What follows belongs to an exercise in optimizing a design on an open flow for small area; a production flow would make more cautious choices. Function was checked by simulation only, so behaviour that the tests miss may differ from the original. Power is estimated from default activity; no workload was simulated.

==> branch pepper: inputs <==
==> flow/design.v <==
package regfile_pkg;
  localparam int ZERO_IDX       = 0;
  localparam int A0_IDX_DEFAULT = 10;
  localparam int SWEEP_LAST     = 30;   
endpackage
module regfile_aoi222 (
  input  logic a1, a2, b1, b2, c1, c2,
  output logic y
);
  assign y = ~((a1 & a2) | (b1 & b2) | (c1 & c2));
endmodule
module regfile_nand2 (
  input  logic a, b,
  output logic y
);
  assign y = ~(a & b);
endmodule
module regfile_nand3 (
  input  logic a, b, c,
  output logic y
);
  assign y = ~(a & b & c);
endmodule
module regfile_nand4 (
  input  logic a, b, c, d,
  output logic y
);
  assign y = ~(a & b & c & d);
endmodule
module regfile_or3 (
  input  logic a, b, c,
  output logic y
);
  assign y = a | b | c;
endmodule
module regfile_xor2 (
  input  logic a, b,
  output logic y
);
  assign y = a ^ b;
endmodule
module regfile_rd_port
#(
  parameter int NUM_REGS   = 32,
  parameter int DATA_WIDTH = 32
) (
  input  logic [NUM_REGS-1:1]                 sel,
  input  logic                                sel_ph,
  input  logic [NUM_REGS-1:1][DATA_WIDTH-1:0] arr,
  output logic [DATA_WIDTH-1:0]               rd_data
);
  for (genvar b = 0; b < DATA_WIDTH; b++) begin : g_bit
    logic [9:0] grp_n;   
    logic       last_n;  
    logic [2:0] part;    
    logic       raw;     
    for (genvar g = 0; g < 10; g++) begin : g_grp
      regfile_aoi222 u_aoi (
        .a1 (sel[3*g+1]), .a2 (arr[3*g+1][b]),
        .b1 (sel[3*g+2]), .b2 (arr[3*g+2][b]),
        .c1 (sel[3*g+3]), .c2 (arr[3*g+3][b]),
        .y  (grp_n[g])
      );
    end
    regfile_nand2 u_last (.a(sel[31]), .b(arr[31][b]), .y(last_n));
    regfile_nand4 u_p0 (.a(grp_n[0]), .b(grp_n[1]), .c(grp_n[2]), .d(grp_n[3]), .y(part[0]));
    regfile_nand4 u_p1 (.a(grp_n[4]), .b(grp_n[5]), .c(grp_n[6]), .d(grp_n[7]), .y(part[1]));
    regfile_nand3 u_p2 (.a(grp_n[8]), .b(grp_n[9]), .c(last_n), .y(part[2]));
    regfile_or3   u_raw (.a(part[0]), .b(part[1]), .c(part[2]), .y(raw));
    regfile_xor2  u_ph (.a(raw), .b(sel_ph), .y(rd_data[b]));
  end
endmodule
import regfile_pkg::*;
module regfile_mp
#(
  parameter int NUM_REGS   = 32,
  parameter int ADDR_WIDTH = 5,
  parameter int DATA_WIDTH = 32,
  parameter int NUM_RD     = 2,
  parameter int NUM_WR     = 2,
  parameter int A0_IDX     = regfile_pkg::A0_IDX_DEFAULT
) (
  input  logic                         clk,
  input  logic                         rst,
  output logic                         ready,
  input  logic [NUM_RD*ADDR_WIDTH-1:0] rs_addr,
  output logic [NUM_RD*DATA_WIDTH-1:0] rd_data,
  input  logic [NUM_WR-1:0]            we,
  input  logic [NUM_WR*ADDR_WIDTH-1:0] wr_addr,
  input  logic [NUM_WR*DATA_WIDTH-1:0] wr_data,
  output logic [DATA_WIDTH-1:0]        a0
);
  logic [ADDR_WIDTH-1:0] cnt_q;
  logic                  ready_q;
  logic                  en;
  always_ff @(posedge clk) begin
    if (rst) begin
      cnt_q   <= '0;
      ready_q <= 1'b0;
    end else if (!ready_q) begin
      cnt_q   <= cnt_q + 1'b1;
      ready_q <= (cnt_q == ADDR_WIDTH'(regfile_pkg::SWEEP_LAST));
    end
  end
  assign ready = ready_q;
  assign en    = ready_q & ~rst;
  logic [NUM_REGS-1:1]   hit0, hit1, sel0, sel1, keep;
  logic [DATA_WIDTH-1:0] wd0, wd1;
  assign wd0 = wr_data[0 +: DATA_WIDTH];
  assign wd1 = wr_data[DATA_WIDTH +: DATA_WIDTH];
  always_comb begin
    for (int k = 1; k < NUM_REGS; k++) begin
      hit0[k] = we[0] & (wr_addr[0 +: ADDR_WIDTH] == ADDR_WIDTH'(k));
      hit1[k] = we[1] & (wr_addr[ADDR_WIDTH +: ADDR_WIDTH] == ADDR_WIDTH'(k));
      sel1[k] = en & hit1[k];
      sel0[k] = en & hit0[k] & ~hit1[k];
      keep[k] = en & ~hit0[k] & ~hit1[k];
    end
  end
  logic [NUM_REGS-1:1][DATA_WIDTH-1:0] arr;
  logic [NUM_REGS-1:1][DATA_WIDTH-1:0] arr_d;
  logic [NUM_REGS-1:1]                 ph;
  logic [NUM_REGS-1:1][DATA_WIDTH-1:0] arr_fb;   
  always_comb begin
    arr_fb = arr;
    arr_fb[A0_IDX] = ~arr[A0_IDX];
  end
  for (genvar k = 1; k < NUM_REGS; k++) begin : g_reg
    for (genvar b = 0; b < DATA_WIDTH; b++) begin : g_bit
      regfile_aoi222 u_next (
        .a1 (keep[k]), .a2 (arr_fb[k][b]),
        .b1 (sel0[k]), .b2 (wd0[b]),
        .c1 (sel1[k]), .c2 (wd1[b]),
        .y  (arr_d[k][b])
      );
    end
  end
  always_ff @(posedge clk) begin
    arr <= arr_d;
  end
  logic [NUM_REGS-1:1] ph_q;
  always_ff @(posedge clk) begin
    for (int k = 1; k < NUM_REGS; k++)
      if (k != A0_IDX)
        ph_q[k] <= ~(keep[k] & ph_q[k]);
  end
  always_comb begin
    ph = ph_q;
    ph[A0_IDX] = 1'b1;
  end
  assign a0 = ~arr[A0_IDX];
  logic [NUM_RD-1:0][ADDR_WIDTH-1:0] ra_q;
  always_ff @(posedge clk) begin
    for (int i = 0; i < NUM_RD; i++)
      ra_q[i] <= en ? rs_addr[i*ADDR_WIDTH +: ADDR_WIDTH] : '0;
  end
  for (genvar i = 0; i < NUM_RD; i++) begin : g_rd
    logic [NUM_REGS-1:1] rsel;
    logic                rph;
    always_comb begin
      rph = 1'b0;
      for (int k = 1; k < NUM_REGS; k++) begin
        rsel[k] = (ra_q[i] == ADDR_WIDTH'(k));
        rph     = rph | (rsel[k] & ph[k]);
      end
    end
    regfile_rd_port #(
      .NUM_REGS   (NUM_REGS),
      .DATA_WIDTH (DATA_WIDTH)
    ) u_rd_port (
      .sel     (rsel),
      .sel_ph  (rph),
      .arr     (arr),
      .rd_data (rd_data[i*DATA_WIDTH +: DATA_WIDTH])
    );
  end
endmodule
==> flow/flow/run.sh <==
#!/bin/bash
# Layout flow: the standard flow (standard.sh), with two changes:
#  * ports are buffered with sky130_fd_sc_hd__buf_1 (still one buffer per
#    port, as the standard flow does, but not a delay cell);
#  * CTS uses clkbuf_8 buffers in clusters of up to 20 sinks and inserts no
#    dummy loads.
# make's full output goes to make_finish.log here; ORFS's per-step logs stay
# under orfs/logs/.
set -euo pipefail
bash standard.sh finish \
  "BUFFER_PORTS_ARGS=-buffer_cell sky130_fd_sc_hd__buf_1" \
  "CTS_ARGS=-sink_clustering_enable -repair_clock_nets -dont_use_dummy_load -buf_list sky130_fd_sc_hd__clkbuf_8 -sink_clustering_size 20 -sink_clustering_max_diameter 60" \
  > make_finish.log 2>&1
==> flow/standard.sh <==
#!/bin/bash
# synth_recipe.tcl (not shown) runs the flow's synth.tcl, then flattens the netlist and writes it again
# the make line also repeats each setting of config.mk as NAME=value (left out here)
make -C /OpenROAD-flow-scripts/flow DESIGN_CONFIG=/design/flow/config.mk WORK_HOME=/design/flow/orfs CLKGATE_MAP_FILE= SYNTH_SCRIPT=/design/flow/synth_recipe.tcl "${@:-finish}"
==> flow/config.mk <==
export PLATFORM = sky130hd
export DESIGN_NAME = regfile_mp
export DESIGN_NICKNAME = regfile_mp
export VERILOG_FILES = /design/flow/design.v
export SDC_FILE = /design/flow/constraint.sdc
export NUM_CORES = 4
export LEC_CHECK = 0
export CAP_MARGIN = 20
export CORE_MARGIN = 2
export CORE_UTILIZATION = 55
export MIN_ROUTING_LAYER = met2
export SLEW_MARGIN = 20
export SYNTH_HIERARCHICAL = 1
export SYNTH_MINIMUM_KEEP_SIZE = 0
==> flow/constraint.sdc <==
create_clock -name core_clock -period 5.0 [get_ports {clk}]
set_input_delay 1.0000 -clock core_clock [delete_from_list [all_inputs] [get_ports {clk}]]
set_output_delay 1.0000 -clock core_clock [all_outputs]
set_load 0.01 [all_outputs]
==> branch tundra (differences from branch pepper) <==
--- a/flow/design.v
+++ b/flow/design.v
@@ -151,6 +151,9 @@
   assign a0 = ~arr[A0_IDX];
-  logic [NUM_RD-1:0][ADDR_WIDTH-1:0] ra_q;
+  logic [NUM_RD-1:0][3:0] ra_hi_q;
+  logic [NUM_RD-1:0][7:0] ra_lo_q;
   always_ff @(posedge clk) begin
-    for (int i = 0; i < NUM_RD; i++)
-      ra_q[i] <= en ? rs_addr[i*ADDR_WIDTH +: ADDR_WIDTH] : '0;
+    for (int i = 0; i < NUM_RD; i++) begin
+      ra_hi_q[i] <= en ? (4'b0001 << rs_addr[i*ADDR_WIDTH+3 +: 2]) : 4'b0000;
+      ra_lo_q[i] <= 8'b00000001 << rs_addr[i*ADDR_WIDTH +: 3];
+    end
   end
@@ -162,3 +165,3 @@
       for (int k = 1; k < NUM_REGS; k++) begin
-        rsel[k] = (ra_q[i] == ADDR_WIDTH'(k));
+        rsel[k] = ra_hi_q[i][k / 8] & ra_lo_q[i][k % 8];
         rph     = rph | (rsel[k] & ph[k]);
==> flow/run.sh (new file) <==
#!/bin/bash
# synth_recipe.tcl (not shown) runs the flow's synth.tcl, then flattens the netlist and writes it again
# the make line also repeats each setting of config.mk as NAME=value (left out here)
make -C /OpenROAD-flow-scripts/flow DESIGN_CONFIG=/design/flow/config.mk WORK_HOME=/design/flow/orfs CLKGATE_MAP_FILE= SYNTH_SCRIPT=/design/flow/synth_recipe.tcl finish
Settings changed: CAP_MARGIN 20 to 10, CORE_UTILIZATION 55 to 35, MIN_ROUTING_LAYER met2 to default, PLACE_DENSITY from default to 0.45, SETUP_SLACK_MARGIN from default to 0.2, SLEW_MARGIN 20 to 10.
removed: flow/flow/run.sh
removed: flow/standard.sh
==> branch cedar (differences from branch pepper) <==
--- a/flow/design.v
+++ b/flow/design.v
@@ -151,6 +151,9 @@
   assign a0 = ~arr[A0_IDX];
-  logic [NUM_RD-1:0][ADDR_WIDTH-1:0] ra_q;
+  logic [NUM_RD-1:0][3:0] ra_hi_q;
+  logic [NUM_RD-1:0][7:0] ra_lo_q;
   always_ff @(posedge clk) begin
-    for (int i = 0; i < NUM_RD; i++)
-      ra_q[i] <= en ? rs_addr[i*ADDR_WIDTH +: ADDR_WIDTH] : '0;
+    for (int i = 0; i < NUM_RD; i++) begin
+      ra_hi_q[i] <= en ? (4'b0001 << rs_addr[i*ADDR_WIDTH+3 +: 2]) : 4'b0000;
+      ra_lo_q[i] <= 8'b00000001 << rs_addr[i*ADDR_WIDTH +: 3];
+    end
   end
@@ -162,3 +165,3 @@
       for (int k = 1; k < NUM_REGS; k++) begin
-        rsel[k] = (ra_q[i] == ADDR_WIDTH'(k));
+        rsel[k] = ra_hi_q[i][k / 8] & ra_lo_q[i][k % 8];
         rph     = rph | (rsel[k] & ph[k]);
==> flow/flow/run.sh (replaced) <==
#!/bin/bash
# Layout flow: the standard flow (standard.sh), with two changes:
#  * ports are buffered with sky130_fd_sc_hd__buf_1 (still one buffer per
#    port, as the standard flow does, but not a delay cell);
#  * CTS uses clkbuf_8 buffers in clusters of up to 16 sinks and inserts no
#    dummy loads.
# make's full output goes to make_finish.log here; ORFS's per-step logs stay
# under orfs/logs/.
set -euo pipefail
bash standard.sh finish \
  "BUFFER_PORTS_ARGS=-buffer_cell sky130_fd_sc_hd__buf_1" \
  "CTS_ARGS=-sink_clustering_enable -repair_clock_nets -dont_use_dummy_load -buf_list sky130_fd_sc_hd__clkbuf_8 -sink_clustering_size 16 -sink_clustering_max_diameter 50" \
  > make_finish.log 2>&1
Settings changed: CAP_MARGIN 20 to 10, CORE_UTILIZATION 55 to 45, MIN_ROUTING_LAYER met2 to default, SETUP_SLACK_MARGIN from default to 0.2, SLEW_MARGIN 20 to 10.
==> results.txt <==
* Top cells by count, synth: a222oi_1 (1,632), dfxtp_1 (1,038), nor2_1 (168)
* Simple-gate share of the synthesized area at 0.0815
* Status: aborted with a tool error
* Top post-synthesis cells by area: dfxtp_1 (49%), a222oi_1 (39%), nand4_1 (1.9%)
* Placed inst area at 0.0470 mm^2
* Global-route usage over all layers at 0.957
* Total CTS buffers at between 70 and 80
* Cell count after placement at just under 5,000
* Met2 Track Usage GR at 0.950
* Final estimated routing congestion in global placement at approximately 1.2
* Fail Step: global routing
* Syn avg cell area at about 12 um^2
* Stop Error: [ERROR GRT-0116] Global routing finished with congestion. Check the congestion regions in the DRC Viewer.
* Post-CTS setup buffer count at 3
# the run above: branch pepper

==> results.txt <==
* Resized cells post-CTS at between 90 and 100
* Cell count after placement at between 5,000 and 6,000
* Worst Slack Setup Final at ~0.13 ns
* Total CTS buffers at approximately 120
* Status: complete, no violations
* Syn avg cell area at roughly 12 um^2
* Final core occ at 0.444
* Met2 Track Usage GR at 0.598
* Placed inst area at about 0.05 mm^2
* Seq area share at 0.397
* Final estimated routing congestion in global placement at roughly 0.96
* Simple-gate share of the synthesized area at 0.0843
* Crit path max-delay family: simple AND/OR/NAND/NOR gates
* Post-CTS setup buffer count at 2
* Drt first pass iters at 21
* Top cells by count, synth: a222oi_1 (1,637), dfxtp_1 (1,052), nand4_1 (132)
* Top post-synthesis cells by area: dfxtp_1 (50%), a222oi_1 (39%), nand4_1 (2.0%)
* Global-route usage over all layers at 0.412
# the run above: branch tundra

==> results.txt <==
* Placed inst area at 0.0465 mm^2
* Clk tree area frac at 0.0331
* Top post-synthesis cells by area: dfxtp_1 (50%), a222oi_1 (39%), nand4_1 (2.0%)
* CP Max Fanout at 18
* Total CTS buffers at about 120
* Met2 Track Usage GR at 0.631
* Global-route usage over all layers at 0.477
* Tot Pwr at between 10 and 15 mW
* Top cells by count, synth: a222oi_1 (1,637), dfxtp_1 (1,052), nand4_1 (132)
* Cell count after placement at just over 5,000
* Seq. pwr at ~8.4 mW
* Final estimated routing congestion in global placement at between 0.9 and 1
* Max FFs per register at around 990
* Syn avg cell area at approximately 12 um^2
* Status: complete, no violations
# the run above: branch cedar

separate check: timing with driven ports:
In the flow no input, the clock included, has a driving cell. The finished layouts below were timed again as built, in two steps.
Step 1 (the two cells are an assumption about what drives the block):
set clk [get_ports {clk}]
set_driving_cell -lib_cell sky130_fd_sc_hd__clkbuf_16 $clk
set_driving_cell -lib_cell sky130_fd_sc_hd__buf_2 [delete_from_list [all_inputs] $clk]
Step 2 also shifts input and output timing later by t, the mid clock arrival at the registers, as if the neighbouring blocks saw the same clock.
Three values: no drivers, after step 1, after step 2; two values: the first two.
| run | shift t [ns] | slack for setup (ns) | hold WS [ns] | worst data-port slew with drivers (ns) | cell pins on the clock port's net |
|---|---|---|---|---|---|
| branch tundra | 0.792 | 0.134 / 0.060 / 0.675 | 0.404 / 0.404 / 0.404 | 0.14 | 1 |
| branch cedar | 0.868 | 0.047 / -0.026 / 0.842 | 0.403 / 0.403 / 0.403 | 0.04 | 1 |
After both steps setup and hold are still met in every run listed.
